Background: an optimization exercise with open tools, aiming at small area and a short achievable clock period. Do not read the settings as production practice. Only simulation tests tie the RTL to the original design; equivalence was not proved. Power and IR drop assume default switching activity.

<file path="design/flow/config.mk">
export PLATFORM = sky130hd
export DESIGN_NAME = fc_layer
export DESIGN_NICKNAME = fc_layer
export VERILOG_FILES = /design/flow/design.v
export SDC_FILE = /design/flow/constraint.sdc
export NUM_CORES = 4
export LEC_CHECK = 0
export CAP_MARGIN = 20
export CORE_MARGIN = 2
export CORE_UTILIZATION = 65
export CTS_CLUSTER_DIAMETER = 60
export CTS_CLUSTER_SIZE = 30
export SLEW_MARGIN = 20
</file>
<file path="design/flow/constraint.sdc">
create_clock -name core_clock -period 8.0 [get_ports {clk}]
set_input_delay 1.6000 -clock core_clock [delete_from_list [all_inputs] [get_ports {clk}]]
set_output_delay 1.6000 -clock core_clock [all_outputs]
set_load 0.01 [all_outputs]
</file>
<file path="design/flow/design.v">
`timescale 1ns/1ps
module fc_layer (
    input  logic        clk,
    input  logic        rstn,
    input  logic        r_valid,
    input  logic [31:0] in_data,
    output logic        t_valid,
    output logic [31:0] out_data
);
    logic [3:0] cnt;
    logic       w_first, w_second, w_weight, w_bias;
    assign w_first  = r_valid && (cnt == 4'd2 || cnt == 4'd4 || cnt == 4'd6 || cnt == 4'd8);
    assign w_second = r_valid && (cnt == 4'd3 || cnt == 4'd5 || cnt == 4'd7 || cnt == 4'd9);
    assign w_weight = w_first || w_second;
    assign w_bias   = r_valid && (cnt == 4'd10);
    logic       start0;   
    logic       fin0;     
    logic       sb0;      
    logic [1:0] nid0;     
    always_ff @(posedge clk or negedge rstn) begin
        if (!rstn) begin
            cnt <= '0;
            sb0 <= 1'b0;
        end else begin
            if (r_valid) cnt <= (cnt == 4'd10) ? 4'd0 : cnt + 4'd1;
            sb0 <= w_bias;
        end
    end
    always_ff @(posedge clk) begin
        start0 <= w_first;
        fin0   <= w_second && (cnt != 4'd9);
        nid0   <= cnt[2:1] - 2'd1;
    end
    logic [31:0] feat_a, feat_b, feat_p;
    always_ff @(posedge clk) begin
        if (r_valid && cnt == 4'd0) feat_a <= in_data;
        if (r_valid && cnt == 4'd1) feat_b <= in_data;
        feat_p <= (cnt == 4'd10) ? 32'h0100_0000 : cnt[0] ? feat_b : feat_a;
    end
    logic [3:0] neg0, one0, two0, neg1, one1, two1, neg2, one2, two2, neg3, one3, two3;
    for (genvar k = 0; k < 4; k++) begin : g_enc
        logic [8:0] wx;
        logic [3:0] ng, on, tw;
        logic [3:0] ng_q, on_q, tw_q;
        assign wx = {in_data[8*k +: 8], 1'b0};
        for (genvar m = 0; m < 4; m++) begin : g_dig
            assign ng[m] = wx[2*m+2];
            assign on[m] = wx[2*m+1] ^ wx[2*m];
            assign tw[m] = (wx[2*m+2] & ~wx[2*m+1] & ~wx[2*m]) | (~wx[2*m+2] & wx[2*m+1] & wx[2*m]);
        end
        always_ff @(posedge clk) begin
            ng_q <= ng & {4{r_valid}};
            on_q <= on & {4{r_valid}};
            tw_q <= tw & {4{r_valid}};
        end
    end
    assign {neg0, one0, two0} = {g_enc[0].ng_q, g_enc[0].on_q, g_enc[0].tw_q};
    assign {neg1, one1, two1} = {g_enc[1].ng_q, g_enc[1].on_q, g_enc[1].tw_q};
    assign {neg2, one2, two2} = {g_enc[2].ng_q, g_enc[2].on_q, g_enc[2].tw_q};
    assign {neg3, one3, two3} = {g_enc[3].ng_q, g_enc[3].on_q, g_enc[3].tw_q};
    logic [7:0] bias_b [3];
    assign bias_b[0] = {neg0[3], one0[3] ^ neg0[2], neg0[2], one0[2] ^ neg0[1], neg0[1], one0[1] ^ neg0[0], neg0[0], one0[0]};
    assign bias_b[1] = {neg1[3], one1[3] ^ neg1[2], neg1[2], one1[2] ^ neg1[1], neg1[1], one1[1] ^ neg1[0], neg1[0], one1[0]};
    assign bias_b[2] = {neg2[3], one2[3] ^ neg2[2], neg2[2], one2[2] ^ neg2[1], neg2[1], one2[1] ^ neg2[0], neg2[0], one2[0]};
    logic [7:0] xf0, xf1, xf2, xf3;
    assign {xf3, xf2, xf1, xf0} = feat_p;
    logic [18:0] acc_s, acc_c, acc_sk, acc_ck;
    logic        keep1;
    assign acc_sk = acc_s & {19{keep1}};
    assign acc_ck = acc_c & {19{keep1}};
    wire r0 = ((one0[0] & xf0[0])) ^ neg0[0];
    wire r1 = ((one0[0] & xf0[1]) | (two0[0] & xf0[0])) ^ neg0[0];
    wire r2 = ((one0[0] & xf0[2]) | (two0[0] & xf0[1])) ^ neg0[0];
    wire r3 = ((one0[0] & xf0[3]) | (two0[0] & xf0[2])) ^ neg0[0];
    wire r4 = ((one0[0] & xf0[4]) | (two0[0] & xf0[3])) ^ neg0[0];
    wire r5 = ((one0[0] & xf0[5]) | (two0[0] & xf0[4])) ^ neg0[0];
    wire r6 = ((one0[0] & xf0[6]) | (two0[0] & xf0[5])) ^ neg0[0];
    wire r7 = ((one0[0] & xf0[7]) | (two0[0] & xf0[6])) ^ neg0[0];
    wire r8 = ((one0[0] & xf0[7]) | (two0[0] & xf0[7])) ^ neg0[0];
    wire r9 = ~(((one0[0] & xf0[7]) | (two0[0] & xf0[7])) ^ neg0[0]);
    wire r10 = ((one0[1] & xf0[0])) ^ neg0[1];
    wire r11 = ((one0[1] & xf0[1]) | (two0[1] & xf0[0])) ^ neg0[1];
    wire r12 = ((one0[1] & xf0[2]) | (two0[1] & xf0[1])) ^ neg0[1];
    wire r13 = ((one0[1] & xf0[3]) | (two0[1] & xf0[2])) ^ neg0[1];
    wire r14 = ((one0[1] & xf0[4]) | (two0[1] & xf0[3])) ^ neg0[1];
    wire r15 = ((one0[1] & xf0[5]) | (two0[1] & xf0[4])) ^ neg0[1];
    wire r16 = ((one0[1] & xf0[6]) | (two0[1] & xf0[5])) ^ neg0[1];
    wire r17 = ((one0[1] & xf0[7]) | (two0[1] & xf0[6])) ^ neg0[1];
    wire r18 = ((one0[1] & xf0[7]) | (two0[1] & xf0[7])) ^ neg0[1];
    wire r19 = ~(((one0[1] & xf0[7]) | (two0[1] & xf0[7])) ^ neg0[1]);
    wire r20 = ((one0[2] & xf0[0])) ^ neg0[2];
    wire r21 = ((one0[2] & xf0[1]) | (two0[2] & xf0[0])) ^ neg0[2];
    wire r22 = ((one0[2] & xf0[2]) | (two0[2] & xf0[1])) ^ neg0[2];
    wire r23 = ((one0[2] & xf0[3]) | (two0[2] & xf0[2])) ^ neg0[2];
    wire r24 = ((one0[2] & xf0[4]) | (two0[2] & xf0[3])) ^ neg0[2];
    wire r25 = ((one0[2] & xf0[5]) | (two0[2] & xf0[4])) ^ neg0[2];
    wire r26 = ((one0[2] & xf0[6]) | (two0[2] & xf0[5])) ^ neg0[2];
    wire r27 = ((one0[2] & xf0[7]) | (two0[2] & xf0[6])) ^ neg0[2];
    wire r28 = ((one0[2] & xf0[7]) | (two0[2] & xf0[7])) ^ neg0[2];
    wire r29 = ~(((one0[2] & xf0[7]) | (two0[2] & xf0[7])) ^ neg0[2]);
    wire r30 = ((one0[3] & xf0[0])) ^ neg0[3];
    wire r31 = ((one0[3] & xf0[1]) | (two0[3] & xf0[0])) ^ neg0[3];
    wire r32 = ((one0[3] & xf0[2]) | (two0[3] & xf0[1])) ^ neg0[3];
    wire r33 = ((one0[3] & xf0[3]) | (two0[3] & xf0[2])) ^ neg0[3];
    wire r34 = ((one0[3] & xf0[4]) | (two0[3] & xf0[3])) ^ neg0[3];
    wire r35 = ((one0[3] & xf0[5]) | (two0[3] & xf0[4])) ^ neg0[3];
    wire r36 = ((one0[3] & xf0[6]) | (two0[3] & xf0[5])) ^ neg0[3];
    wire r37 = ((one0[3] & xf0[7]) | (two0[3] & xf0[6])) ^ neg0[3];
    wire r38 = ((one0[3] & xf0[7]) | (two0[3] & xf0[7])) ^ neg0[3];
    wire r39 = ~(((one0[3] & xf0[7]) | (two0[3] & xf0[7])) ^ neg0[3]);
    wire r40 = ((one1[0] & xf1[0])) ^ neg1[0];
    wire r41 = ((one1[0] & xf1[1]) | (two1[0] & xf1[0])) ^ neg1[0];
    wire r42 = ((one1[0] & xf1[2]) | (two1[0] & xf1[1])) ^ neg1[0];
    wire r43 = ((one1[0] & xf1[3]) | (two1[0] & xf1[2])) ^ neg1[0];
    wire r44 = ((one1[0] & xf1[4]) | (two1[0] & xf1[3])) ^ neg1[0];
    wire r45 = ((one1[0] & xf1[5]) | (two1[0] & xf1[4])) ^ neg1[0];
    wire r46 = ((one1[0] & xf1[6]) | (two1[0] & xf1[5])) ^ neg1[0];
    wire r47 = ((one1[0] & xf1[7]) | (two1[0] & xf1[6])) ^ neg1[0];
    wire r48 = ((one1[0] & xf1[7]) | (two1[0] & xf1[7])) ^ neg1[0];
    wire r49 = ~(((one1[0] & xf1[7]) | (two1[0] & xf1[7])) ^ neg1[0]);
    wire r50 = ((one1[1] & xf1[0])) ^ neg1[1];
    wire r51 = ((one1[1] & xf1[1]) | (two1[1] & xf1[0])) ^ neg1[1];
    wire r52 = ((one1[1] & xf1[2]) | (two1[1] & xf1[1])) ^ neg1[1];
    wire r53 = ((one1[1] & xf1[3]) | (two1[1] & xf1[2])) ^ neg1[1];
    wire r54 = ((one1[1] & xf1[4]) | (two1[1] & xf1[3])) ^ neg1[1];
    wire r55 = ((one1[1] & xf1[5]) | (two1[1] & xf1[4])) ^ neg1[1];
    wire r56 = ((one1[1] & xf1[6]) | (two1[1] & xf1[5])) ^ neg1[1];
    wire r57 = ((one1[1] & xf1[7]) | (two1[1] & xf1[6])) ^ neg1[1];
    wire r58 = ((one1[1] & xf1[7]) | (two1[1] & xf1[7])) ^ neg1[1];
    wire r59 = ~(((one1[1] & xf1[7]) | (two1[1] & xf1[7])) ^ neg1[1]);
    wire r60 = ((one1[2] & xf1[0])) ^ neg1[2];
    wire r61 = ((one1[2] & xf1[1]) | (two1[2] & xf1[0])) ^ neg1[2];
    wire r62 = ((one1[2] & xf1[2]) | (two1[2] & xf1[1])) ^ neg1[2];
    wire r63 = ((one1[2] & xf1[3]) | (two1[2] & xf1[2])) ^ neg1[2];
    wire r64 = ((one1[2] & xf1[4]) | (two1[2] & xf1[3])) ^ neg1[2];
    wire r65 = ((one1[2] & xf1[5]) | (two1[2] & xf1[4])) ^ neg1[2];
    wire r66 = ((one1[2] & xf1[6]) | (two1[2] & xf1[5])) ^ neg1[2];
    wire r67 = ((one1[2] & xf1[7]) | (two1[2] & xf1[6])) ^ neg1[2];
    wire r68 = ((one1[2] & xf1[7]) | (two1[2] & xf1[7])) ^ neg1[2];
    wire r69 = ~(((one1[2] & xf1[7]) | (two1[2] & xf1[7])) ^ neg1[2]);
    wire r70 = ((one1[3] & xf1[0])) ^ neg1[3];
    wire r71 = ((one1[3] & xf1[1]) | (two1[3] & xf1[0])) ^ neg1[3];
    wire r72 = ((one1[3] & xf1[2]) | (two1[3] & xf1[1])) ^ neg1[3];
    wire r73 = ((one1[3] & xf1[3]) | (two1[3] & xf1[2])) ^ neg1[3];
    wire r74 = ((one1[3] & xf1[4]) | (two1[3] & xf1[3])) ^ neg1[3];
    wire r75 = ((one1[3] & xf1[5]) | (two1[3] & xf1[4])) ^ neg1[3];
    wire r76 = ((one1[3] & xf1[6]) | (two1[3] & xf1[5])) ^ neg1[3];
    wire r77 = ((one1[3] & xf1[7]) | (two1[3] & xf1[6])) ^ neg1[3];
    wire r78 = ((one1[3] & xf1[7]) | (two1[3] & xf1[7])) ^ neg1[3];
    wire r79 = ~(((one1[3] & xf1[7]) | (two1[3] & xf1[7])) ^ neg1[3]);
    wire r80 = ((one2[0] & xf2[0])) ^ neg2[0];
    wire r81 = ((one2[0] & xf2[1]) | (two2[0] & xf2[0])) ^ neg2[0];
    wire r82 = ((one2[0] & xf2[2]) | (two2[0] & xf2[1])) ^ neg2[0];
    wire r83 = ((one2[0] & xf2[3]) | (two2[0] & xf2[2])) ^ neg2[0];
    wire r84 = ((one2[0] & xf2[4]) | (two2[0] & xf2[3])) ^ neg2[0];
    wire r85 = ((one2[0] & xf2[5]) | (two2[0] & xf2[4])) ^ neg2[0];
    wire r86 = ((one2[0] & xf2[6]) | (two2[0] & xf2[5])) ^ neg2[0];
    wire r87 = ((one2[0] & xf2[7]) | (two2[0] & xf2[6])) ^ neg2[0];
    wire r88 = ((one2[0] & xf2[7]) | (two2[0] & xf2[7])) ^ neg2[0];
    wire r89 = ~(((one2[0] & xf2[7]) | (two2[0] & xf2[7])) ^ neg2[0]);
    wire r90 = ((one2[1] & xf2[0])) ^ neg2[1];
    wire r91 = ((one2[1] & xf2[1]) | (two2[1] & xf2[0])) ^ neg2[1];
    wire r92 = ((one2[1] & xf2[2]) | (two2[1] & xf2[1])) ^ neg2[1];
    wire r93 = ((one2[1] & xf2[3]) | (two2[1] & xf2[2])) ^ neg2[1];
    wire r94 = ((one2[1] & xf2[4]) | (two2[1] & xf2[3])) ^ neg2[1];
    wire r95 = ((one2[1] & xf2[5]) | (two2[1] & xf2[4])) ^ neg2[1];
    wire r96 = ((one2[1] & xf2[6]) | (two2[1] & xf2[5])) ^ neg2[1];
    wire r97 = ((one2[1] & xf2[7]) | (two2[1] & xf2[6])) ^ neg2[1];
    wire r98 = ((one2[1] & xf2[7]) | (two2[1] & xf2[7])) ^ neg2[1];
    wire r99 = ~(((one2[1] & xf2[7]) | (two2[1] & xf2[7])) ^ neg2[1]);
    wire r100 = ((one2[2] & xf2[0])) ^ neg2[2];
    wire r101 = ((one2[2] & xf2[1]) | (two2[2] & xf2[0])) ^ neg2[2];
    wire r102 = ((one2[2] & xf2[2]) | (two2[2] & xf2[1])) ^ neg2[2];
    wire r103 = ((one2[2] & xf2[3]) | (two2[2] & xf2[2])) ^ neg2[2];
    wire r104 = ((one2[2] & xf2[4]) | (two2[2] & xf2[3])) ^ neg2[2];
    wire r105 = ((one2[2] & xf2[5]) | (two2[2] & xf2[4])) ^ neg2[2];
    wire r106 = ((one2[2] & xf2[6]) | (two2[2] & xf2[5])) ^ neg2[2];
    wire r107 = ((one2[2] & xf2[7]) | (two2[2] & xf2[6])) ^ neg2[2];
    wire r108 = ((one2[2] & xf2[7]) | (two2[2] & xf2[7])) ^ neg2[2];
    wire r109 = ~(((one2[2] & xf2[7]) | (two2[2] & xf2[7])) ^ neg2[2]);
    wire r110 = ((one2[3] & xf2[0])) ^ neg2[3];
    wire r111 = ((one2[3] & xf2[1]) | (two2[3] & xf2[0])) ^ neg2[3];
    wire r112 = ((one2[3] & xf2[2]) | (two2[3] & xf2[1])) ^ neg2[3];
    wire r113 = ((one2[3] & xf2[3]) | (two2[3] & xf2[2])) ^ neg2[3];
    wire r114 = ((one2[3] & xf2[4]) | (two2[3] & xf2[3])) ^ neg2[3];
    wire r115 = ((one2[3] & xf2[5]) | (two2[3] & xf2[4])) ^ neg2[3];
    wire r116 = ((one2[3] & xf2[6]) | (two2[3] & xf2[5])) ^ neg2[3];
    wire r117 = ((one2[3] & xf2[7]) | (two2[3] & xf2[6])) ^ neg2[3];
    wire r118 = ((one2[3] & xf2[7]) | (two2[3] & xf2[7])) ^ neg2[3];
    wire r119 = ~(((one2[3] & xf2[7]) | (two2[3] & xf2[7])) ^ neg2[3]);
    wire r120 = ((one3[0] & xf3[0])) ^ neg3[0];
    wire r121 = ((one3[0] & xf3[1]) | (two3[0] & xf3[0])) ^ neg3[0];
    wire r122 = ((one3[0] & xf3[2]) | (two3[0] & xf3[1])) ^ neg3[0];
    wire r123 = ((one3[0] & xf3[3]) | (two3[0] & xf3[2])) ^ neg3[0];
    wire r124 = ((one3[0] & xf3[4]) | (two3[0] & xf3[3])) ^ neg3[0];
    wire r125 = ((one3[0] & xf3[5]) | (two3[0] & xf3[4])) ^ neg3[0];
    wire r126 = ((one3[0] & xf3[6]) | (two3[0] & xf3[5])) ^ neg3[0];
    wire r127 = ((one3[0] & xf3[7]) | (two3[0] & xf3[6])) ^ neg3[0];
    wire r128 = ((one3[0] & xf3[7]) | (two3[0] & xf3[7])) ^ neg3[0];
    wire r129 = ~(((one3[0] & xf3[7]) | (two3[0] & xf3[7])) ^ neg3[0]);
    wire r130 = ((one3[1] & xf3[0])) ^ neg3[1];
    wire r131 = ((one3[1] & xf3[1]) | (two3[1] & xf3[0])) ^ neg3[1];
    wire r132 = ((one3[1] & xf3[2]) | (two3[1] & xf3[1])) ^ neg3[1];
    wire r133 = ((one3[1] & xf3[3]) | (two3[1] & xf3[2])) ^ neg3[1];
    wire r134 = ((one3[1] & xf3[4]) | (two3[1] & xf3[3])) ^ neg3[1];
    wire r135 = ((one3[1] & xf3[5]) | (two3[1] & xf3[4])) ^ neg3[1];
    wire r136 = ((one3[1] & xf3[6]) | (two3[1] & xf3[5])) ^ neg3[1];
    wire r137 = ((one3[1] & xf3[7]) | (two3[1] & xf3[6])) ^ neg3[1];
    wire r138 = ((one3[1] & xf3[7]) | (two3[1] & xf3[7])) ^ neg3[1];
    wire r139 = ~(((one3[1] & xf3[7]) | (two3[1] & xf3[7])) ^ neg3[1]);
    wire r140 = ((one3[2] & xf3[0])) ^ neg3[2];
    wire r141 = ((one3[2] & xf3[1]) | (two3[2] & xf3[0])) ^ neg3[2];
    wire r142 = ((one3[2] & xf3[2]) | (two3[2] & xf3[1])) ^ neg3[2];
    wire r143 = ((one3[2] & xf3[3]) | (two3[2] & xf3[2])) ^ neg3[2];
    wire r144 = ((one3[2] & xf3[4]) | (two3[2] & xf3[3])) ^ neg3[2];
    wire r145 = ((one3[2] & xf3[5]) | (two3[2] & xf3[4])) ^ neg3[2];
    wire r146 = ((one3[2] & xf3[6]) | (two3[2] & xf3[5])) ^ neg3[2];
    wire r147 = ((one3[2] & xf3[7]) | (two3[2] & xf3[6])) ^ neg3[2];
    wire r148 = ((one3[2] & xf3[7]) | (two3[2] & xf3[7])) ^ neg3[2];
    wire r149 = ~(((one3[2] & xf3[7]) | (two3[2] & xf3[7])) ^ neg3[2]);
    wire r150 = ((one3[3] & xf3[0])) ^ neg3[3];
    wire r151 = ((one3[3] & xf3[1]) | (two3[3] & xf3[0])) ^ neg3[3];
    wire r152 = ((one3[3] & xf3[2]) | (two3[3] & xf3[1])) ^ neg3[3];
    wire r153 = ((one3[3] & xf3[3]) | (two3[3] & xf3[2])) ^ neg3[3];
    wire r154 = ((one3[3] & xf3[4]) | (two3[3] & xf3[3])) ^ neg3[3];
    wire r155 = ((one3[3] & xf3[5]) | (two3[3] & xf3[4])) ^ neg3[3];
    wire r156 = ((one3[3] & xf3[6]) | (two3[3] & xf3[5])) ^ neg3[3];
    wire r157 = ((one3[3] & xf3[7]) | (two3[3] & xf3[6])) ^ neg3[3];
    wire r158 = ((one3[3] & xf3[7]) | (two3[3] & xf3[7])) ^ neg3[3];
    wire r159 = ~(((one3[3] & xf3[7]) | (two3[3] & xf3[7])) ^ neg3[3]);
    wire x160 = neg0[0] ^ neg1[0];
    wire s161 = x160 ^ neg2[0];
    wire c162 = (neg0[0] & neg1[0]) | (neg2[0] & x160);
    wire x163 = neg0[1] ^ neg1[1];
    wire s164 = x163 ^ neg2[1];
    wire c165 = (neg0[1] & neg1[1]) | (neg2[1] & x163);
    wire x166 = neg3[1] ^ r2;
    wire s167 = x166 ^ r10;
    wire c168 = (neg3[1] & r2) | (r10 & x166);
    wire x169 = r42 ^ r50;
    wire s170 = x169 ^ r82;
    wire c171 = (r42 & r50) | (r82 & x169);
    wire x172 = c165 ^ r3;
    wire s173 = x172 ^ r11;
    wire c174 = (c165 & r3) | (r11 & x172);
    wire x175 = r43 ^ r51;
    wire s176 = x175 ^ r83;
    wire c177 = (r43 & r51) | (r83 & x175);
    wire s178 = r91 ^ r123;
    wire c179 = r91 & r123;
    wire x180 = neg0[2] ^ neg1[2];
    wire s181 = x180 ^ neg2[2];
    wire c182 = (neg0[2] & neg1[2]) | (neg2[2] & x180);
    wire x183 = neg3[2] ^ r4;
    wire s184 = x183 ^ r12;
    wire c185 = (neg3[2] & r4) | (r12 & x183);
    wire x186 = r20 ^ r44;
    wire s187 = x186 ^ r52;
    wire c188 = (r20 & r44) | (r52 & x186);
    wire x189 = r60 ^ r84;
    wire s190 = x189 ^ r92;
    wire c191 = (r60 & r84) | (r92 & x189);
    wire x192 = r100 ^ r124;
    wire s193 = x192 ^ r132;
    wire c194 = (r100 & r124) | (r132 & x192);
    wire x195 = r140 ^ s181;
    wire s196 = x195 ^ c179;
    wire c197 = (r140 & s181) | (c179 & x195);
    wire s198 = c174 ^ c177;
    wire c199 = c174 & c177;
    wire x200 = c182 ^ r5;
    wire s201 = x200 ^ r13;
    wire c202 = (c182 & r5) | (r13 & x200);
    wire x203 = r21 ^ r45;
    wire s204 = x203 ^ r53;
    wire c205 = (r21 & r45) | (r53 & x203);
    wire x206 = r61 ^ r85;
    wire s207 = x206 ^ r93;
    wire c208 = (r61 & r85) | (r93 & x206);
    wire x209 = r101 ^ r125;
    wire s210 = x209 ^ r133;
    wire c211 = (r101 & r125) | (r133 & x209);
    wire x212 = r141 ^ c185;
    wire s213 = x212 ^ c188;
    wire c214 = (r141 & c185) | (c188 & x212);
    wire x215 = c191 ^ c194;
    wire s216 = x215 ^ s201;
    wire c217 = (c191 & c194) | (s201 & x215);
    wire s218 = s204 ^ s207;
    wire c219 = s204 & s207;
    wire x220 = neg0[3] ^ neg1[3];
    wire s221 = x220 ^ neg2[3];
    wire c222 = (neg0[3] & neg1[3]) | (neg2[3] & x220);
    wire x223 = neg3[3] ^ r6;
    wire s224 = x223 ^ r14;
    wire c225 = (neg3[3] & r6) | (r14 & x223);
    wire x226 = r22 ^ r30;
    wire s227 = x226 ^ r46;
    wire c228 = (r22 & r30) | (r46 & x226);
    wire x229 = r54 ^ r62;
    wire s230 = x229 ^ r70;
    wire c231 = (r54 & r62) | (r70 & x229);
    wire x232 = r86 ^ r94;
    wire s233 = x232 ^ r102;
    wire c234 = (r86 & r94) | (r102 & x232);
    wire x235 = r110 ^ r126;
    wire s236 = x235 ^ r134;
    wire c237 = (r110 & r126) | (r134 & x235);
    wire x238 = r142 ^ r150;
    wire s239 = x238 ^ s221;
    wire c240 = (r142 & r150) | (s221 & x238);
    wire x241 = c202 ^ c205;
    wire s242 = x241 ^ c208;
    wire c243 = (c202 & c205) | (c208 & x241);
    wire x244 = c211 ^ s224;
    wire s245 = x244 ^ s227;
    wire c246 = (c211 & s224) | (s227 & x244);
    wire x247 = s230 ^ s233;
    wire s248 = x247 ^ s236;
    wire c249 = (s230 & s233) | (s236 & x247);
    wire s250 = s239 ^ c219;
    wire c251 = s239 & c219;
    wire x252 = c222 ^ r7;
    wire s253 = x252 ^ r15;
    wire c254 = (c222 & r7) | (r15 & x252);
    wire x255 = r23 ^ r31;
    wire s256 = x255 ^ r47;
    wire c257 = (r23 & r31) | (r47 & x255);
    wire x258 = r55 ^ r63;
    wire s259 = x258 ^ r71;
    wire c260 = (r55 & r63) | (r71 & x258);
    wire x261 = r87 ^ r95;
    wire s262 = x261 ^ r103;
    wire c263 = (r87 & r95) | (r103 & x261);
    wire x264 = r111 ^ r127;
    wire s265 = x264 ^ r135;
    wire c266 = (r111 & r127) | (r135 & x264);
    wire x267 = r143 ^ r151;
    wire s268 = x267 ^ c225;
    wire c269 = (r143 & r151) | (c225 & x267);
    wire x270 = c228 ^ c231;
    wire s271 = x270 ^ c234;
    wire c272 = (c228 & c231) | (c234 & x270);
    wire x273 = c237 ^ c240;
    wire s274 = x273 ^ s253;
    wire c275 = (c237 & c240) | (s253 & x273);
    wire x276 = s256 ^ s259;
    wire s277 = x276 ^ s262;
    wire c278 = (s256 & s259) | (s262 & x276);
    wire x279 = s265 ^ c243;
    wire s280 = x279 ^ c246;
    wire c281 = (s265 & c243) | (c246 & x279);
    wire s282 = c249 ^ s268;
    wire c283 = c249 & s268;
    wire x284 = r8 ^ r16;
    wire s285 = x284 ^ r24;
    wire c286 = (r8 & r16) | (r24 & x284);
    wire x287 = r32 ^ r48;
    wire s288 = x287 ^ r56;
    wire c289 = (r32 & r48) | (r56 & x287);
    wire x290 = r64 ^ r72;
    wire s291 = x290 ^ r88;
    wire c292 = (r64 & r72) | (r88 & x290);
    wire x293 = r96 ^ r104;
    wire s294 = x293 ^ r112;
    wire c295 = (r96 & r104) | (r112 & x293);
    wire x296 = r128 ^ r136;
    wire s297 = x296 ^ r144;
    wire c298 = (r128 & r136) | (r144 & x296);
    wire x299 = r152 ^ c254;
    wire s300 = x299 ^ c257;
    wire c301 = (r152 & c254) | (c257 & x299);
    wire x302 = c260 ^ c263;
    wire s303 = x302 ^ c266;
    wire c304 = (c260 & c263) | (c266 & x302);
    wire x305 = s285 ^ s288;
    wire s306 = x305 ^ s291;
    wire c307 = (s285 & s288) | (s291 & x305);
    wire x308 = s294 ^ s297;
    wire s309 = x308 ^ c269;
    wire c310 = (s294 & s297) | (c269 & x308);
    wire x311 = c272 ^ c275;
    wire s312 = x311 ^ c278;
    wire c313 = (c272 & c275) | (c278 & x311);
    wire s314 = s300 ^ s303;
    wire c315 = s300 & s303;
    wire x316 = r9 ^ r17;
    wire s317 = x316 ^ r25;
    wire c318 = (r9 & r17) | (r25 & x316);
    wire x319 = r33 ^ r49;
    wire s320 = x319 ^ r57;
    wire c321 = (r33 & r49) | (r57 & x319);
    wire x322 = r65 ^ r73;
    wire s323 = x322 ^ r89;
    wire c324 = (r65 & r73) | (r89 & x322);
    wire x325 = r97 ^ r105;
    wire s326 = x325 ^ r113;
    wire c327 = (r97 & r105) | (r113 & x325);
    wire x328 = r129 ^ r137;
    wire s329 = x328 ^ r145;
    wire c330 = (r129 & r137) | (r145 & x328);
    wire x331 = r153 ^ c286;
    wire s332 = x331 ^ c289;
    wire c333 = (r153 & c286) | (c289 & x331);
    wire x334 = c292 ^ c295;
    wire s335 = x334 ^ c298;
    wire c336 = (c292 & c295) | (c298 & x334);
    wire x337 = s317 ^ s320;
    wire s338 = x337 ^ s323;
    wire c339 = (s317 & s320) | (s323 & x337);
    wire x340 = s326 ^ s329;
    wire s341 = x340 ^ c301;
    wire c342 = (s326 & s329) | (c301 & x340);
    wire x343 = c304 ^ c307;
    wire s344 = x343 ^ s332;
    wire c345 = (c304 & c307) | (s332 & x343);
    wire s346 = s335 ^ s338;
    wire c347 = s335 & s338;
    wire x348 = r18 ^ r26;
    wire s349 = x348 ^ r34;
    wire c350 = (r18 & r26) | (r34 & x348);
    wire x351 = r58 ^ r66;
    wire s352 = x351 ^ r74;
    wire c353 = (r58 & r66) | (r74 & x351);
    wire x354 = r98 ^ r106;
    wire s355 = x354 ^ r114;
    wire c356 = (r98 & r106) | (r114 & x354);
    wire x357 = r138 ^ r146;
    wire s358 = x357 ^ r154;
    wire c359 = (r138 & r146) | (r154 & x357);
    wire x360 = c318 ^ c321;
    wire s361 = x360 ^ c324;
    wire c362 = (c318 & c321) | (c324 & x360);
    wire x363 = c327 ^ c330;
    wire s364 = x363 ^ s349;
    wire c365 = (c327 & c330) | (s349 & x363);
    wire x366 = s352 ^ s355;
    wire s367 = x366 ^ s358;
    wire c368 = (s352 & s355) | (s358 & x366);
    wire x369 = c333 ^ c336;
    wire s370 = x369 ^ c339;
    wire c371 = (c333 & c336) | (c339 & x369);
    wire s372 = s361 ^ s364;
    wire c373 = s361 & s364;
    wire x374 = 1'b1 ^ r19;
    wire s375 = x374 ^ r27;
    wire c376 = (1'b1 & r19) | (r27 & x374);
    wire x377 = r35 ^ r59;
    wire s378 = x377 ^ r67;
    wire c379 = (r35 & r59) | (r67 & x377);
    wire x380 = r75 ^ r99;
    wire s381 = x380 ^ r107;
    wire c382 = (r75 & r99) | (r107 & x380);
    wire x383 = r115 ^ r139;
    wire s384 = x383 ^ r147;
    wire c385 = (r115 & r139) | (r147 & x383);
    wire x386 = r155 ^ c350;
    wire s387 = x386 ^ c353;
    wire c388 = (r155 & c350) | (c353 & x386);
    wire x389 = c356 ^ c359;
    wire s390 = x389 ^ s375;
    wire c391 = (c356 & c359) | (s375 & x389);
    wire x392 = s378 ^ s381;
    wire s393 = x392 ^ s384;
    wire c394 = (s378 & s381) | (s384 & x392);
    wire x395 = c362 ^ c365;
    wire s396 = x395 ^ c368;
    wire c397 = (c362 & c365) | (c368 & x395);
    wire x398 = 1'b1 ^ r28;
    wire s399 = x398 ^ r36;
    wire c400 = (1'b1 & r28) | (r36 & x398);
    wire x401 = r68 ^ r76;
    wire s402 = x401 ^ r108;
    wire c403 = (r68 & r76) | (r108 & x401);
    wire x404 = r116 ^ r148;
    wire s405 = x404 ^ r156;
    wire c406 = (r116 & r148) | (r156 & x404);
    wire x407 = c376 ^ c379;
    wire s408 = x407 ^ c382;
    wire c409 = (c376 & c379) | (c382 & x407);
    wire x410 = c385 ^ s399;
    wire s411 = x410 ^ s402;
    wire c412 = (c385 & s399) | (s402 & x410);
    wire s413 = s405 ^ c388;
    wire c414 = s405 & c388;
    wire x415 = r29 ^ r37;
    wire s416 = x415 ^ r69;
    wire c417 = (r29 & r37) | (r69 & x415);
    wire x418 = r77 ^ r109;
    wire s419 = x418 ^ r117;
    wire c420 = (r77 & r109) | (r117 & x418);
    wire x421 = r149 ^ r157;
    wire s422 = x421 ^ c400;
    wire c423 = (r149 & r157) | (c400 & x421);
    wire x424 = c403 ^ c406;
    wire s425 = x424 ^ s416;
    wire c426 = (c403 & c406) | (s416 & x424);
    wire x427 = 1'b1 ^ r38;
    wire s428 = x427 ^ r78;
    wire c429 = (1'b1 & r38) | (r78 & x427);
    wire s430 = r118 ^ r158;
    wire c431 = r118 & r158;
    logic pa0_0, pa0_1, pa0_2, pa0_3, pa0_4, pa0_5, pa1_0, pa1_1, pa1_2, pa1_3, pa1_4, pa2_0, pa2_1, pa2_2, pa2_3, pa2_4, pa2_5, pa3_0, pa3_1, pa3_2, pa3_3, pa3_4, pa3_5, pa4_0, pa4_1, pa4_2, pa4_3, pa4_4, pa4_5, pa5_0, pa5_1, pa5_2, pa5_3, pa5_4, pa5_5, pa6_0, pa6_1, pa6_2, pa6_3, pa6_4, pa6_5, pa7_0, pa7_1, pa7_2, pa7_3, pa7_4, pa7_5, pa8_0, pa8_1, pa8_2, pa8_3, pa8_4, pa8_5, pa9_0, pa9_1, pa9_2, pa9_3, pa9_4, pa9_5, pa10_0, pa10_1, pa10_2, pa10_3, pa10_4, pa10_5, pa11_0, pa11_1, pa11_2, pa11_3, pa11_4, pa11_5, pa12_0, pa12_1, pa12_2, pa12_3, pa12_4, pa12_5, pa13_0, pa13_1, pa13_2, pa13_3, pa13_4, pa13_5, pa14_0, pa14_1, pa14_2, pa14_3, pa14_4, pa14_5, pa15_0, pa15_1, pa15_2, pa15_3, pa15_4, pa15_5;
    always_ff @(posedge clk) begin
        pa0_0 <= neg3[0];
        pa0_1 <= r0;
        pa0_2 <= r40;
        pa0_3 <= r80;
        pa0_4 <= r120;
        pa0_5 <= s161;
        pa1_0 <= r1;
        pa1_1 <= r41;
        pa1_2 <= r81;
        pa1_3 <= r121;
        pa1_4 <= c162;
        pa2_0 <= r90;
        pa2_1 <= r122;
        pa2_2 <= r130;
        pa2_3 <= s164;
        pa2_4 <= s167;
        pa2_5 <= s170;
        pa3_0 <= r131;
        pa3_1 <= c168;
        pa3_2 <= c171;
        pa3_3 <= s173;
        pa3_4 <= s176;
        pa3_5 <= s178;
        pa4_0 <= s184;
        pa4_1 <= s187;
        pa4_2 <= s190;
        pa4_3 <= s193;
        pa4_4 <= s196;
        pa4_5 <= s198;
        pa5_0 <= s210;
        pa5_1 <= c197;
        pa5_2 <= c199;
        pa5_3 <= s213;
        pa5_4 <= s216;
        pa5_5 <= s218;
        pa6_0 <= c214;
        pa6_1 <= c217;
        pa6_2 <= s242;
        pa6_3 <= s245;
        pa6_4 <= s248;
        pa6_5 <= s250;
        pa7_0 <= s271;
        pa7_1 <= c251;
        pa7_2 <= s274;
        pa7_3 <= s277;
        pa7_4 <= s280;
        pa7_5 <= s282;
        pa8_0 <= s306;
        pa8_1 <= c283;
        pa8_2 <= c281;
        pa8_3 <= s309;
        pa8_4 <= s312;
        pa8_5 <= s314;
        pa9_0 <= c315;
        pa9_1 <= c310;
        pa9_2 <= c313;
        pa9_3 <= s341;
        pa9_4 <= s344;
        pa9_5 <= s346;
        pa10_0 <= s367;
        pa10_1 <= c347;
        pa10_2 <= c342;
        pa10_3 <= c345;
        pa10_4 <= s370;
        pa10_5 <= s372;
        pa11_0 <= s387;
        pa11_1 <= s390;
        pa11_2 <= s393;
        pa11_3 <= c373;
        pa11_4 <= c371;
        pa11_5 <= s396;
        pa12_0 <= c391;
        pa12_1 <= c394;
        pa12_2 <= s408;
        pa12_3 <= s411;
        pa12_4 <= c397;
        pa12_5 <= s413;
        pa13_0 <= s419;
        pa13_1 <= c409;
        pa13_2 <= c412;
        pa13_3 <= s422;
        pa13_4 <= c414;
        pa13_5 <= s425;
        pa14_0 <= c417;
        pa14_1 <= c420;
        pa14_2 <= s428;
        pa14_3 <= c423;
        pa14_4 <= c426;
        pa14_5 <= s430;
        pa15_0 <= r39;
        pa15_1 <= r79;
        pa15_2 <= r119;
        pa15_3 <= r159;
        pa15_4 <= c429;
        pa15_5 <= c431;
    end
    wire x432 = pa0_0 ^ pa0_1;
    wire s433 = x432 ^ pa0_2;
    wire c434 = (pa0_0 & pa0_1) | (pa0_2 & x432);
    wire x435 = pa0_3 ^ pa0_4;
    wire s436 = x435 ^ pa0_5;
    wire c437 = (pa0_3 & pa0_4) | (pa0_5 & x435);
    wire x438 = acc_sk[0] ^ acc_ck[0];
    wire s439 = x438 ^ s433;
    wire c440 = (acc_sk[0] & acc_ck[0]) | (s433 & x438);
    wire x441 = pa1_0 ^ pa1_1;
    wire s442 = x441 ^ pa1_2;
    wire c443 = (pa1_0 & pa1_1) | (pa1_2 & x441);
    wire x444 = pa1_3 ^ pa1_4;
    wire s445 = x444 ^ acc_sk[1];
    wire c446 = (pa1_3 & pa1_4) | (acc_sk[1] & x444);
    wire x447 = acc_ck[1] ^ c434;
    wire s448 = x447 ^ c437;
    wire c449 = (acc_ck[1] & c434) | (c437 & x447);
    wire x450 = s442 ^ s445;
    wire s451 = x450 ^ c440;
    wire c452 = (s442 & s445) | (c440 & x450);
    wire x453 = pa2_0 ^ pa2_1;
    wire s454 = x453 ^ pa2_2;
    wire c455 = (pa2_0 & pa2_1) | (pa2_2 & x453);
    wire x456 = pa2_3 ^ pa2_4;
    wire s457 = x456 ^ pa2_5;
    wire c458 = (pa2_3 & pa2_4) | (pa2_5 & x456);
    wire x459 = acc_sk[2] ^ acc_ck[2];
    wire s460 = x459 ^ c443;
    wire c461 = (acc_sk[2] & acc_ck[2]) | (c443 & x459);
    wire x462 = s454 ^ s457;
    wire s463 = x462 ^ c446;
    wire c464 = (s454 & s457) | (c446 & x462);
    wire x465 = c449 ^ s460;
    wire s466 = x465 ^ s463;
    wire c467 = (c449 & s460) | (s463 & x465);
    wire x468 = pa3_0 ^ pa3_1;
    wire s469 = x468 ^ pa3_2;
    wire c470 = (pa3_0 & pa3_1) | (pa3_2 & x468);
    wire x471 = pa3_3 ^ pa3_4;
    wire s472 = x471 ^ pa3_5;
    wire c473 = (pa3_3 & pa3_4) | (pa3_5 & x471);
    wire x474 = acc_sk[3] ^ acc_ck[3];
    wire s475 = x474 ^ c455;
    wire c476 = (acc_sk[3] & acc_ck[3]) | (c455 & x474);
    wire x477 = c458 ^ s469;
    wire s478 = x477 ^ s472;
    wire c479 = (c458 & s469) | (s472 & x477);
    wire x480 = c461 ^ s475;
    wire s481 = x480 ^ s478;
    wire c482 = (c461 & s475) | (s478 & x480);
    wire s483 = c464 ^ s481;
    wire c484 = c464 & s481;
    wire x485 = pa4_0 ^ pa4_1;
    wire s486 = x485 ^ pa4_2;
    wire c487 = (pa4_0 & pa4_1) | (pa4_2 & x485);
    wire x488 = pa4_3 ^ pa4_4;
    wire s489 = x488 ^ pa4_5;
    wire c490 = (pa4_3 & pa4_4) | (pa4_5 & x488);
    wire x491 = acc_sk[4] ^ acc_ck[4];
    wire s492 = x491 ^ c470;
    wire c493 = (acc_sk[4] & acc_ck[4]) | (c470 & x491);
    wire x494 = c473 ^ s486;
    wire s495 = x494 ^ s489;
    wire c496 = (c473 & s486) | (s489 & x494);
    wire x497 = c476 ^ c479;
    wire s498 = x497 ^ s492;
    wire c499 = (c476 & c479) | (s492 & x497);
    wire x500 = s495 ^ c482;
    wire s501 = x500 ^ s498;
    wire c502 = (s495 & c482) | (s498 & x500);
    wire x503 = pa5_0 ^ pa5_1;
    wire s504 = x503 ^ pa5_2;
    wire c505 = (pa5_0 & pa5_1) | (pa5_2 & x503);
    wire x506 = pa5_3 ^ pa5_4;
    wire s507 = x506 ^ pa5_5;
    wire c508 = (pa5_3 & pa5_4) | (pa5_5 & x506);
    wire x509 = acc_sk[5] ^ acc_ck[5];
    wire s510 = x509 ^ c487;
    wire c511 = (acc_sk[5] & acc_ck[5]) | (c487 & x509);
    wire x512 = c490 ^ s504;
    wire s513 = x512 ^ s507;
    wire c514 = (c490 & s504) | (s507 & x512);
    wire x515 = c493 ^ c496;
    wire s516 = x515 ^ s510;
    wire c517 = (c493 & c496) | (s510 & x515);
    wire x518 = s513 ^ c499;
    wire s519 = x518 ^ s516;
    wire c520 = (s513 & c499) | (s516 & x518);
    wire x521 = pa6_0 ^ pa6_1;
    wire s522 = x521 ^ pa6_2;
    wire c523 = (pa6_0 & pa6_1) | (pa6_2 & x521);
    wire x524 = pa6_3 ^ pa6_4;
    wire s525 = x524 ^ pa6_5;
    wire c526 = (pa6_3 & pa6_4) | (pa6_5 & x524);
    wire x527 = acc_sk[6] ^ acc_ck[6];
    wire s528 = x527 ^ c505;
    wire c529 = (acc_sk[6] & acc_ck[6]) | (c505 & x527);
    wire x530 = c508 ^ s522;
    wire s531 = x530 ^ s525;
    wire c532 = (c508 & s522) | (s525 & x530);
    wire x533 = c511 ^ c514;
    wire s534 = x533 ^ s528;
    wire c535 = (c511 & c514) | (s528 & x533);
    wire x536 = s531 ^ c517;
    wire s537 = x536 ^ s534;
    wire c538 = (s531 & c517) | (s534 & x536);
    wire x539 = pa7_0 ^ pa7_1;
    wire s540 = x539 ^ pa7_2;
    wire c541 = (pa7_0 & pa7_1) | (pa7_2 & x539);
    wire x542 = pa7_3 ^ pa7_4;
    wire s543 = x542 ^ pa7_5;
    wire c544 = (pa7_3 & pa7_4) | (pa7_5 & x542);
    wire x545 = acc_sk[7] ^ acc_ck[7];
    wire s546 = x545 ^ c523;
    wire c547 = (acc_sk[7] & acc_ck[7]) | (c523 & x545);
    wire x548 = c526 ^ s540;
    wire s549 = x548 ^ s543;
    wire c550 = (c526 & s540) | (s543 & x548);
    wire x551 = c529 ^ c532;
    wire s552 = x551 ^ s546;
    wire c553 = (c529 & c532) | (s546 & x551);
    wire x554 = s549 ^ c535;
    wire s555 = x554 ^ s552;
    wire c556 = (s549 & c535) | (s552 & x554);
    wire x557 = pa8_0 ^ pa8_1;
    wire s558 = x557 ^ pa8_2;
    wire c559 = (pa8_0 & pa8_1) | (pa8_2 & x557);
    wire x560 = pa8_3 ^ pa8_4;
    wire s561 = x560 ^ pa8_5;
    wire c562 = (pa8_3 & pa8_4) | (pa8_5 & x560);
    wire x563 = acc_sk[8] ^ acc_ck[8];
    wire s564 = x563 ^ c541;
    wire c565 = (acc_sk[8] & acc_ck[8]) | (c541 & x563);
    wire x566 = c544 ^ s558;
    wire s567 = x566 ^ s561;
    wire c568 = (c544 & s558) | (s561 & x566);
    wire x569 = c547 ^ c550;
    wire s570 = x569 ^ s564;
    wire c571 = (c547 & c550) | (s564 & x569);
    wire x572 = s567 ^ c553;
    wire s573 = x572 ^ s570;
    wire c574 = (s567 & c553) | (s570 & x572);
    wire x575 = pa9_0 ^ pa9_1;
    wire s576 = x575 ^ pa9_2;
    wire c577 = (pa9_0 & pa9_1) | (pa9_2 & x575);
    wire x578 = pa9_3 ^ pa9_4;
    wire s579 = x578 ^ pa9_5;
    wire c580 = (pa9_3 & pa9_4) | (pa9_5 & x578);
    wire x581 = acc_sk[9] ^ acc_ck[9];
    wire s582 = x581 ^ c559;
    wire c583 = (acc_sk[9] & acc_ck[9]) | (c559 & x581);
    wire x584 = c562 ^ s576;
    wire s585 = x584 ^ s579;
    wire c586 = (c562 & s576) | (s579 & x584);
    wire x587 = c565 ^ c568;
    wire s588 = x587 ^ s582;
    wire c589 = (c565 & c568) | (s582 & x587);
    wire x590 = s585 ^ c571;
    wire s591 = x590 ^ s588;
    wire c592 = (s585 & c571) | (s588 & x590);
    wire x593 = pa10_0 ^ pa10_1;
    wire s594 = x593 ^ pa10_2;
    wire c595 = (pa10_0 & pa10_1) | (pa10_2 & x593);
    wire x596 = pa10_3 ^ pa10_4;
    wire s597 = x596 ^ pa10_5;
    wire c598 = (pa10_3 & pa10_4) | (pa10_5 & x596);
    wire x599 = acc_sk[10] ^ acc_ck[10];
    wire s600 = x599 ^ c577;
    wire c601 = (acc_sk[10] & acc_ck[10]) | (c577 & x599);
    wire x602 = c580 ^ s594;
    wire s603 = x602 ^ s597;
    wire c604 = (c580 & s594) | (s597 & x602);
    wire x605 = c583 ^ c586;
    wire s606 = x605 ^ s600;
    wire c607 = (c583 & c586) | (s600 & x605);
    wire x608 = s603 ^ c589;
    wire s609 = x608 ^ s606;
    wire c610 = (s603 & c589) | (s606 & x608);
    wire x611 = pa11_0 ^ pa11_1;
    wire s612 = x611 ^ pa11_2;
    wire c613 = (pa11_0 & pa11_1) | (pa11_2 & x611);
    wire x614 = pa11_3 ^ pa11_4;
    wire s615 = x614 ^ pa11_5;
    wire c616 = (pa11_3 & pa11_4) | (pa11_5 & x614);
    wire x617 = acc_sk[11] ^ acc_ck[11];
    wire s618 = x617 ^ c595;
    wire c619 = (acc_sk[11] & acc_ck[11]) | (c595 & x617);
    wire x620 = c598 ^ s612;
    wire s621 = x620 ^ s615;
    wire c622 = (c598 & s612) | (s615 & x620);
    wire x623 = c601 ^ c604;
    wire s624 = x623 ^ s618;
    wire c625 = (c601 & c604) | (s618 & x623);
    wire x626 = s621 ^ c607;
    wire s627 = x626 ^ s624;
    wire c628 = (s621 & c607) | (s624 & x626);
    wire x629 = pa12_0 ^ pa12_1;
    wire s630 = x629 ^ pa12_2;
    wire c631 = (pa12_0 & pa12_1) | (pa12_2 & x629);
    wire x632 = pa12_3 ^ pa12_4;
    wire s633 = x632 ^ pa12_5;
    wire c634 = (pa12_3 & pa12_4) | (pa12_5 & x632);
    wire x635 = acc_sk[12] ^ acc_ck[12];
    wire s636 = x635 ^ c613;
    wire c637 = (acc_sk[12] & acc_ck[12]) | (c613 & x635);
    wire x638 = c616 ^ s630;
    wire s639 = x638 ^ s633;
    wire c640 = (c616 & s630) | (s633 & x638);
    wire x641 = c619 ^ c622;
    wire s642 = x641 ^ s636;
    wire c643 = (c619 & c622) | (s636 & x641);
    wire x644 = s639 ^ c625;
    wire s645 = x644 ^ s642;
    wire c646 = (s639 & c625) | (s642 & x644);
    wire x647 = pa13_0 ^ pa13_1;
    wire s648 = x647 ^ pa13_2;
    wire c649 = (pa13_0 & pa13_1) | (pa13_2 & x647);
    wire x650 = pa13_3 ^ pa13_4;
    wire s651 = x650 ^ pa13_5;
    wire c652 = (pa13_3 & pa13_4) | (pa13_5 & x650);
    wire x653 = acc_sk[13] ^ acc_ck[13];
    wire s654 = x653 ^ c631;
    wire c655 = (acc_sk[13] & acc_ck[13]) | (c631 & x653);
    wire x656 = c634 ^ s648;
    wire s657 = x656 ^ s651;
    wire c658 = (c634 & s648) | (s651 & x656);
    wire x659 = c637 ^ c640;
    wire s660 = x659 ^ s654;
    wire c661 = (c637 & c640) | (s654 & x659);
    wire x662 = s657 ^ c643;
    wire s663 = x662 ^ s660;
    wire c664 = (s657 & c643) | (s660 & x662);
    wire x665 = pa14_0 ^ pa14_1;
    wire s666 = x665 ^ pa14_2;
    wire c667 = (pa14_0 & pa14_1) | (pa14_2 & x665);
    wire x668 = pa14_3 ^ pa14_4;
    wire s669 = x668 ^ pa14_5;
    wire c670 = (pa14_3 & pa14_4) | (pa14_5 & x668);
    wire x671 = acc_sk[14] ^ acc_ck[14];
    wire s672 = x671 ^ c649;
    wire c673 = (acc_sk[14] & acc_ck[14]) | (c649 & x671);
    wire x674 = c652 ^ s666;
    wire s675 = x674 ^ s669;
    wire c676 = (c652 & s666) | (s669 & x674);
    wire x677 = c655 ^ c658;
    wire s678 = x677 ^ s672;
    wire c679 = (c655 & c658) | (s672 & x677);
    wire x680 = s675 ^ c661;
    wire s681 = x680 ^ s678;
    wire c682 = (s675 & c661) | (s678 & x680);
    wire x683 = pa15_0 ^ pa15_1;
    wire s684 = x683 ^ pa15_2;
    wire c685 = (pa15_0 & pa15_1) | (pa15_2 & x683);
    wire x686 = pa15_3 ^ pa15_4;
    wire s687 = x686 ^ pa15_5;
    wire c688 = (pa15_3 & pa15_4) | (pa15_5 & x686);
    wire x689 = acc_sk[15] ^ acc_ck[15];
    wire s690 = x689 ^ c667;
    wire c691 = (acc_sk[15] & acc_ck[15]) | (c667 & x689);
    wire x692 = c670 ^ s684;
    wire s693 = x692 ^ s687;
    wire c694 = (c670 & s684) | (s687 & x692);
    wire x695 = c673 ^ c676;
    wire s696 = x695 ^ s690;
    wire c697 = (c673 & c676) | (s690 & x695);
    wire x698 = s693 ^ c679;
    wire s699 = x698 ^ s696;
    wire c700 = (s693 & c679) | (s696 & x698);
    wire x701 = 1'b1 ^ acc_sk[16];
    wire s702 = x701 ^ acc_ck[16];
    wire c703 = (1'b1 & acc_sk[16]) | (acc_ck[16] & x701);
    wire x704 = c685 ^ c688;
    wire s705 = x704 ^ s702;
    wire c706 = (c685 & c688) | (s702 & x704);
    wire x707 = c691 ^ c694;
    wire s708 = x707 ^ s705;
    wire c709 = (c691 & c694) | (s705 & x707);
    wire s710 = c697 ^ s708;
    wire c711 = c697 & s708;
    wire x712 = acc_sk[17] ^ acc_ck[17];
    wire s713 = x712 ^ c703;
    wire c714 = (acc_sk[17] & acc_ck[17]) | (c703 & x712);
    wire x715 = c706 ^ s713;
    wire s716 = x715 ^ c709;
    wire c717 = (c706 & s713) | (c709 & x715);
    wire x718 = 1'b1 ^ acc_sk[18];
    wire s719 = x718 ^ acc_ck[18];
    wire s720 = s719 ^ c714;
    always_ff @(posedge clk) begin
        acc_s <= {c717, c711, c700, c682, c664, c646, c628, c610, c592, c574, c556, c538, c520, c502, c484, c467, c452, s448, s436};
        acc_c <= {s720, s716, s710, s699, s681, s663, s645, s627, s609, s591, s573, s555, s537, s519, s501, s483, s466, s451, s439};
    end
    logic       fin1, sb1, fin2, sb2;
    logic [1:0] nid1, nid2;
    always_ff @(posedge clk or negedge rstn) begin
        if (!rstn) begin
            sb1     <= 1'b0;
            sb2     <= 1'b0;
        end else begin
            sb1     <= sb0;
            sb2     <= sb1;
        end
    end
    always_ff @(posedge clk) begin
        t_valid <= sb2;
        keep1 <= !start0;
        fin1  <= fin0;
        nid1  <= nid0;
        fin2  <= fin1;
        nid2  <= nid1;
    end
    logic [18:0] tot;
    assign tot = acc_s + acc_c;
    logic signed [10:0] tot_hi;
    assign tot_hi = tot[18:8];
    logic signed [10:0] held_h [3];
    logic [7:0]         held_l [3];
    always_ff @(posedge clk) begin
        for (int j = 0; j < 3; j++) begin
            if (fin2 && nid2 == 2'(j)) begin
                held_h[j] <= tot_hi;
                held_l[j] <= tot[7:0];
            end
        end
    end
    function automatic logic [7:0] sat(input logic signed [11:0] z);
        if (z > 12'sd127) sat = 8'h7f;
        else if (z < -12'sd128) sat = 8'h80;
        else sat = z[7:0];
    endfunction
    logic [7:0] cand_dn [3];
    logic [7:0] cand_eq [3];
    logic [7:0] cand_up [3];
    logic [2:0] bias_co, bias_neg;
    for (genvar j = 0; j < 3; j++) begin : g_fin
        logic [8:0] lo_sum;
        assign cand_dn[j] = sat({held_h[j][10], held_h[j]} - 12'd1);
        assign cand_eq[j] = sat({held_h[j][10], held_h[j]});
        assign cand_up[j] = sat({held_h[j][10], held_h[j]} + 12'd1);
        assign lo_sum     = {1'b0, held_l[j]} + {1'b0, bias_b[j]};
        always_ff @(posedge clk) begin
            if (sb0) begin
                bias_co[j]  <= lo_sum[8];
                bias_neg[j] <= bias_b[j][7];
            end
        end
    end
    always_ff @(posedge clk) begin
        for (int j = 0; j < 3; j++)
            out_data[31-8*j -: 8] <= bias_co[j] ? (bias_neg[j] ? cand_eq[j] : cand_up[j])
                                                : (bias_neg[j] ? cand_dn[j] : cand_eq[j]);
        out_data[7:0] <= (tot_hi > 11'sd127) ? 8'h7f : (tot_hi < -11'sd128) ? 8'h80 : tot_hi[7:0];
    end
endmodule
</file>
<file path="design/flow/flow/run.sh">
#!/bin/bash
# Standard layout, with strong buffers on the ports, sizing free to change a
# cell's footprint, and timing repair aiming 5.4 ns past the 8 ns clock. The
# make output goes to flow_make.log here; each ORFS step keeps its own log
# under orfs/logs.
set -euo pipefail
bash standard.sh \
    BUFFER_PORTS_ARGS="-buffer_cell sky130_fd_sc_hd__buf_4" \
    MATCH_CELL_FOOTPRINT=0 \
    SETUP_SLACK_MARGIN=5.4 \
    finish > flow_make.log 2>&1
</file>
<file path="design/flow/standard.sh">
#!/bin/bash
# synth_recipe.tcl (not shown) runs the flow's synth.tcl, then flattens the netlist and writes it again
# the make line also repeats each setting of config.mk as NAME=value (left out here)
make -C /OpenROAD-flow-scripts/flow DESIGN_CONFIG=/design/flow/config.mk WORK_HOME=/design/flow/orfs CLKGATE_MAP_FILE= SYNTH_SCRIPT=/design/flow/synth_recipe.tcl "${@:-finish}"
</file>
==> results of run 1 <==
==> placed cells by master (no fill, tap or decap), types with 7 or more instances in the layout <==
cell         n
buf_6       33
and2_1      25
nor3_1      11
dfxtp_1    188
nor4_1      11
edfxtp_1   127
a211oi_1     8
and3_1       7
ha_1        60
o21ai_0     72
xnor2_1    152
dfxtp_2     60
inv_1      190
a21oi_1     75
nor2_1     106
xor2_1      53
dfxtp_4      9
nand3_1     24
a21o_1       9
a22oi_1    112
nand4_1      7
a22o_1      34
nand2b_1    14
dfrtp_1      7
fa_1       174
o21ai_1      9
buf_4       56
nand2_1    119
clkbuf_16   29
o211a_1      7
or3_1        7
a31oi_1      9
nor2b_1     12
a32oi_1      7
==> layer usage <==
| metal | wire length [um] | share of wire | global-route usage |
|---|---|---|---|
| met5 | 0 | 0 | 0 |
| met4 | 2800 | 0.057 | 0.153 |
| met3 | 2590 | 0.053 | 0.0360 |
| met2 | 24200 | 0.49 | 0.518 |
| met1 | 19400 | 0.40 | 0.373 |
==> state kept, by name, indices dropped and copies added (netlist names), 2 cells and up <==
signal      cells
feat_p         32
feat_b         32
bias_co         3
acc_s          19
nid1            2
bias_neg        3
held_h         33
g_enc.on_q     16
feat_a         32
g_enc.tw_q     16
nid2            2
cnt             4
acc_c          19
held_l         24
nid0            2
g_enc.ng_q     16
out_data       32
==> final timing paths <==
| kind | from | to | cells past startpoint |
|---|---|---|---|
| max reg2reg | acc_c[0] | out_data[3] | 11 |
| max in group asynchronous | rstn | cnt[3] | 1 |
| max | out_data[15] | out_data[15] | 1 |
| min | nid0[0] | nid1[0] | 0 |
| min in group asynchronous | rstn | cnt[1] | 1 |
| min reg2reg | nid0[0] | nid1[0] | 0 |
==> repair_timing <==
action	CTS	global route
pin swaps	17	5
endpoints found under the setup margin	139	77
buffers inserted	9	9
gates cloned	3	1
resized for setup	89	58
==> final cells by class <==
type,count,area [um2]
clock buffers,28,701
clock inverters,24,324
fillers,2250,8480
inverters,194,732
multi-input cells,1237,10900
flip-flops and latches,391,9240
well taps,435,544
repair buffers,91,837
repair inverters,1,5.00
==> kinds of logic (layout without fill, tap and decap cells) <==
logic type                 count (synthesis)  count (layout)  synth area share
AOI/OAI and AO/OA                        410             410             0.133
adders and majority gates                237             237             0.203
and+or+nand+nor                          377             379            0.0856
muxes                                      4               4           0.00190
buffers and inverters                    314             338            0.0574
DFF                                      391             391             0.433
xor gates and xnor gates                 207             207            0.0859
==> per-stage QoR <==
stage | hold slack [ns] | utilization
finish | 0.337 | 0.733
global route | 0.353 | 0.733
CTS | 0.337 | 0.726
detailed placement | 0.315 | 0.683
global placement | 0.313 | 0.683
floorplan | 0.310 | -
==> power breakdown <==
part	internal, mW	total [mW]	switching, mW
Clock	0.743	1.56	0.813
Combinational	2.27	5.36	3.09
Sequential	2.91	3.43	0.521
Total	5.92	10.3	4.42
==> summary.md, run 1 <==
| Metric | Value |
|---|---|
| Status | timing/DRC/antenna clean |
| Mapped Area | 21,100 um2 |
| Number of flops mapped to enable cells by yosys | 127 |
| Die H | between 150 and 200 um |
| P per Cell Area | ~440 nW/um2 |
| Core area | ~32,000 um2 |
| Final min period | roughly 2.6 ns |
| Top Ports | 68 |
| Area post-placement | approximately 22,000 um2 |
| Placed cell count | around 2,300 |
| Synth Warn # | 7 |
| DPL Wire Length | 36,600 um |
| Ant. Diodes | 0 |
| Hold Violations, Final | 0 |
| Die W | ~180 um |
| DR DRC count | 0 |
| Max-slew headroom | 0.303 |
| Reg2reg setup slack | 5.43 ns |
| Commonest cells post-synth | dfxtp_1, inv_1, fa_1 |
| Post-synthesis area per instance | 10.9 um2 |
| Pwr Total | 10.3 mW |
| Leading area contributor after synthesis | dfxtp_1 |
| Initial Util | 0.663 |
| First-pass GRT wire length | ~80,000 um |
| Antenna viol nets, final | 0 |
| Initial DRT Pass Iterations | 5 |
| Crit path DAT | between 1 and 1.5 ns |
| CTS Hold Bufs | 0 |
| Final WL | 49,000 um |
| Pin count of the biggest net entering global routing | 39 |
| Fin crit share | 0.327 |
| CTS tree | built |
| Final setup violation count | 0 |
| DIE AREA | ~34,000 um2 |
| Register area share after synthesis | 0.433 |
| Final setup margin | 5.39 ns |
| Initial antenna violation count | 0 |
| Layout cells sized above 1 | 0.139 |
| Main flop type after synthesis | dfxtp_1 |
| Clock Sinks | 391 |
| Slowest cell on the critical path | dfxtp_2 |
| Max clock buf depth | 3 |
| Req. time, crit path | 6.40 ns |
| Vias in the first global route | 14,400 |
| Fin cells | 2,401 |
| DRT iter0 DRCs | 982 |
| Max cap viols | 0 |
| Setup CP Type | reg2out |
| Total number of vias | approximately 14,000 |
| Critical path, cell by cell | buf_6 |
| Worst-Margin Slew | 1.05 ns |
| CP delay by family, top | flip-flops |
| Port Buf Inserts | 67 |
| Per-cell routed wire length | 20.4 um |
| Max Fclk | 0.383 GHz |
| CP peak stage delay | 0.32 ns |
| Startpoint types | register |
| Place WS | 4.43 ns |
| Worst Hold Class | reg2reg |
| Nets@finish | 2,216 |
| Crit path max fanout | 1 |
| Reg clk slew, reported paths | 0.09 ns |
| Max VDD drop | 367 uV |
| RSZ-0062 raised after global routing | true |
| Clock Root Buffer | clkbuf_16 |
| Clk_skew | 0.0164 ns |
| LEAKAGE | 9.43 nW |
| Crit. End Element | output pin |
| Total grt overflow | 0 |
| Post-synth ARST share | 0.0179 |
| Area grow syn2layout | 10.5% |
| Vias per Instance | 5.85 |
| Final Wtd Congestion | 0.980 |
| CP Buf/Inv Count | 1 |
| Number of synthesized register bits | 391 |
| Final instance area | 23,300 um2 |
| Syn_nets | 2,212 |
| Tot GR Track Use | 0.299 |
| Area share of the leading cell type in the synthesized netlist | 0.244 |
| Dominant cells by area after synthesis | dfxtp_1, edfxtp_1, fa_1 |
| # rows | 65 |
| Setup TNS | 0 ns |
| Final slew viol count | 0 |
| Count leader, synth | dfxtp_1 |
| Syn Inst Count | ~1,900 |
| CTS Buf Count | 28 |
| Clock latency (worst-skew pair) | 0.58 ns |
| Distinct cells, synth | 76 |
| CTS H-tree lvls | 1 |
==> inputs of run 2 (changes only) <==
--- a/design/flow/config.mk
+++ b/design/flow/config.mk
@@ -9,5 +9,5 @@
 export CORE_MARGIN = 2
 export CORE_UTILIZATION = 65
-export CTS_CLUSTER_DIAMETER = 60
-export CTS_CLUSTER_SIZE = 30
+export CTS_CLUSTER_DIAMETER = 80
+export CTS_CLUSTER_SIZE = 25
 export SLEW_MARGIN = 20
==> run 2 against run 1 <==
Effect of this change:
- via count is 0.11% higher
- cell count is 0.71% lower
- maximum frequency is 0.18% higher
- non-clock buffer count is 2 lower
- clock-buffer cell count is 3 higher
==> summary.md, run 2 <==
| Metric | Value |
|---|---|
| Final setup violation count | 0 (unchanged) |
| Worst Hold Class | reg2reg (unchanged) |
| Max-slew headroom | 0.299 (was 0.303) |
| P_sw | 4.25 mW (was 4.42 mW) |
| Post-synthesis compound-gate area fraction | 0.133 (unchanged) |
| Synth Area in XOR/XNOR | 0.0859 (unchanged) |
| Max Fclk | 0.383 GHz (about the same) |
| Setup CP Type | reg2reg (was reg2out) |
| Synth Warn # | 7 (unchanged) |
| Ant. Diodes | 0 (unchanged) |
| Dominant cells by area after synthesis | dfxtp_1, edfxtp_1, fa_1 (unchanged) |
| Combinational group share of total power | 0.538 (was 0.518) |
| # rows | 65 (unchanged) |
| Main flop type after synthesis | dfxtp_1 (unchanged) |
| Status | timing/DRC/antenna clean (unchanged) |
| Reg clk slew, reported paths | 0.10 ns (was 0.09 ns) |
| Register with the most flip-flops | held_h (unchanged) |
| P per Cell Area | 433 nW/um2 (was 443 nW/um2) |
| Area share of the leading cell type in the synthesized netlist | 0.244 (unchanged) |
| Req. time, crit path | 8.45 ns (was 6.40 ns) |
| Area share of fa/ha/maj cells after synthesis | 0.203 (unchanged) |
| Initial Util | 0.663 (unchanged) |
| Syn Inst Count | 1,940 (unchanged) |
| Vias per Instance | 5.90 (was 5.85) |
| Number of flops mapped to enable cells by yosys | 127 (unchanged) |
| Final Wtd Congestion | 0.980 (unchanged) |
| Vias in the first global route | 14,200 (was 14,400) |
| Final instance area | 22,900 um2 (was 23,300 um2) |
| Total number of vias | 14,100 (about the same) |
| Max VDD drop | 364 uV (was 367 uV) |
| Port Buf Inserts | 67 (unchanged) |
| Total grt overflow | 0 (unchanged) |
| Number of flip-flops in the largest register | 33 (unchanged) |
| Crit. End Element | register (was output pin) |
| Sequential share of power | 0.345 (was 0.331) |
| Final min period | 2.61 ns (about the same) |
| Initial antenna violation count | 0 (unchanged) |
| LEAKAGE | 9.22 nW (was 9.43 nW) |
| Setup TNS | 0 ns (unchanged) |
| Startpoint types | register (unchanged) |
| Worst-Margin Slew | 1.05 ns (about the same) |
| CTS H-tree lvls | 1 (unchanged) |
| Core area | 31,800 um2 (unchanged) |
| Nets@finish | 2,207 (was 2,216) |
| Area post-placement | 21,700 um2 (unchanged) |
| Most frequent cells in the layout | dfxtp_1, inv_1, fa_1 (was inv_1, dfxtp_1, fa_1) |
| Antenna viol nets, final | 0 (unchanged) |
| Max cap viols | 0 (unchanged) |
| DIE AREA | 33,900 um2 (unchanged) |
| Die H | 184 um (unchanged) |
| Clock latency (worst-skew pair) | 0.54 ns (was 0.58 ns) |
| Post-synthesis area per instance | 10.9 um2 (unchanged) |
| Tot GR Track Use | 0.297 (was 0.299) |
| DR DRC count | 0 (unchanged) |
| Clock Root Buffer | clkbuf_16 (unchanged) |
| Sw Ratio | 0.429 (was 0.428) |
| Clk_skew | 0.0233 ns (was 0.0164 ns) |
| Hold Violations, Final | 0 (unchanged) |
| Largest family of logic cells by synthesized area | adder cells (unchanged) |
| RSZ-0062 raised after global routing | true (unchanged) |
| Final slew viol count | 0 (unchanged) |
| Area grow syn2layout | 8.32% (was 10.5%) |
| Fin crit share | 0.326 (was 0.327) |
| Per-cell routed wire length | 20.6 um (was 20.4 um) |
| Number of synthesized register bits | 391 (unchanged) |
| CTS Hold Bufs | 0 (unchanged) |
| Pin count of the biggest net entering global routing | 39 (unchanged) |
| CTS Buf Count | 21 (was 28) |
| CTS tree | built (unchanged) |
| Die W | 184 um (unchanged) |
| Pwr Total | 9.90 mW (was 10.3 mW) |
| Reg2reg setup slack | 5.39 ns (was 5.43 ns) |
| Syn_nets | 2,212 (unchanged) |
| Clk pwr share | 0.117 (was 0.150) |
| Count leader, synth | dfxtp_1 (unchanged) |
| Max clock buf depth | 3 (unchanged) |
| Crit path max fanout | 4 (was 1) |
| Top Ports | 68 (unchanged) |
| Simple-gate share of the synthesized area | 0.0856 (unchanged) |
| Commonest non-fill, non-tap cell in the layout | dfxtp_1 (was inv_1) |
| Crit path DAT | 3.06 ns (was 1.01 ns) |
| Final core occ | 0.719 (was 0.733) |
| Leading area contributor after synthesis | dfxtp_1 (unchanged) |
| Mapped Area | 21,100 um2 (unchanged) |
| Initial DRT Pass Iterations | 6 (was 5) |
| Clock Sinks | 391 (unchanged) |
| Multiplexer share of the synthesized area | 0.00190 (unchanged) |
| Layout cells sized above 1 | 0.121 (was 0.139) |
| Commonest cells post-synth | dfxtp_1, inv_1, fa_1 (unchanged) |
| Post-synth ARST share | 0.0179 (unchanged) |
| First-pass GRT wire length | 77,400 um (was 77,800 um) |
| DPL Wire Length | 36,600 um (unchanged) |
| Final WL | 49,000 um (about the same) |
| DRT iter0 DRCs | 1,099 (was 982) |
| Register area share after synthesis | 0.433 (unchanged) |
| Pint | 5.66 mW (was 5.92 mW) |
| Distinct cells, synth | 76 (unchanged) |
-- run 2: worst max-delay path, cell delays in order (launching register included) --
cell	delay (ns)
dfxtp_2	0.36
ha_4	0.14
inv_2	0.03
fa_2	0.33
nand2b_4	0.17
a211oi_4	0.38
o22ai_2	0.16
o31a_1	0.32
o32ai_2	0.15
o311ai_2	0.14
buf_4	0.17
a32oi_1	0.16
-- run 2: logic make-up (layout without fill, tap and decap cells) --
group | after synthesis | in the layout
buf+inv | 314 | 321
simple gates | 377 | 379
compound gates | 410 | 410
xor+xnor | 207 | 207
mux | 4 | 4
flops | 391 | 391
fa+ha+maj | 237 | 237
-- run 2: cell type report --
| class | count | area (um2) |
|---|---|---|
| multi-input cells | 1237 | 10900 |
| flip-flops and latches | 391 | 9230 |
| fillers | 2311 | 8950 |
| repair buffers | 89 | 785 |
| inverters | 194 | 732 |
| clock buffers | 31 | 563 |
| well taps | 435 | 544 |
| clock inverters | 6 | 72.6 |
| repair inverters | 1 | 5.00 |
-- run 2: stage by stage --
step / instances / worst slack, ns / hold WS [ns]
CTS: 2377 / 5.39 / 0.331
global route: 2384 / 5.31 / 0.354
floorplan: 1940 / 5.40 / 0.310
global placement: 2327 / 4.51 / 0.313
detailed placement: 2327 / 4.43 / 0.315
finish: 2384 / 5.39 / 0.334
-- run 2: repair_timing --
item,in CTS,in global routing
cloned,3,1
resized for setup,49,76
setup buffers,10,6
setup endpoints to repair,108,65
pin swaps,12,8
-- run 2: power by group through the flow --
stage,combinational (mW),sequential [mW],clock (mW)
floorplan,3.64,3.15,0
global placement,4.72,3.41,0
detailed placement,5.04,3.42,0
CTS,5.22,3.39,1.18
global route,6.08,3.48,1.26
finish,5.32,3.42,1.16
-- run 2: per-layer routing --
metal,vias to the layer above,GRT usage,part of all wire
li1,6502,-,-
met1,6856,0.379,0.39
met2,591,0.523,0.50
met3,117,0.0241,0.055
met4,0,0.129,0.050
met5,-,0,0
-- run 2: final timing paths --
| check | start | end | cells past startpoint |
|---|---|---|---|
| setup reg to reg | acc_s[0] | out_data[3] | 11 |
| hold / removal | nid0[0] | nid1[0] | 0 |
| max in group asynchronous | rstn | cnt[3] | 1 |
| hold reg to reg | nid0[0] | nid1[0] | 0 |
| setup / recovery | acc_s[0] | out_data[3] | 11 |
| min in group asynchronous | rstn | sb2 | 1 |
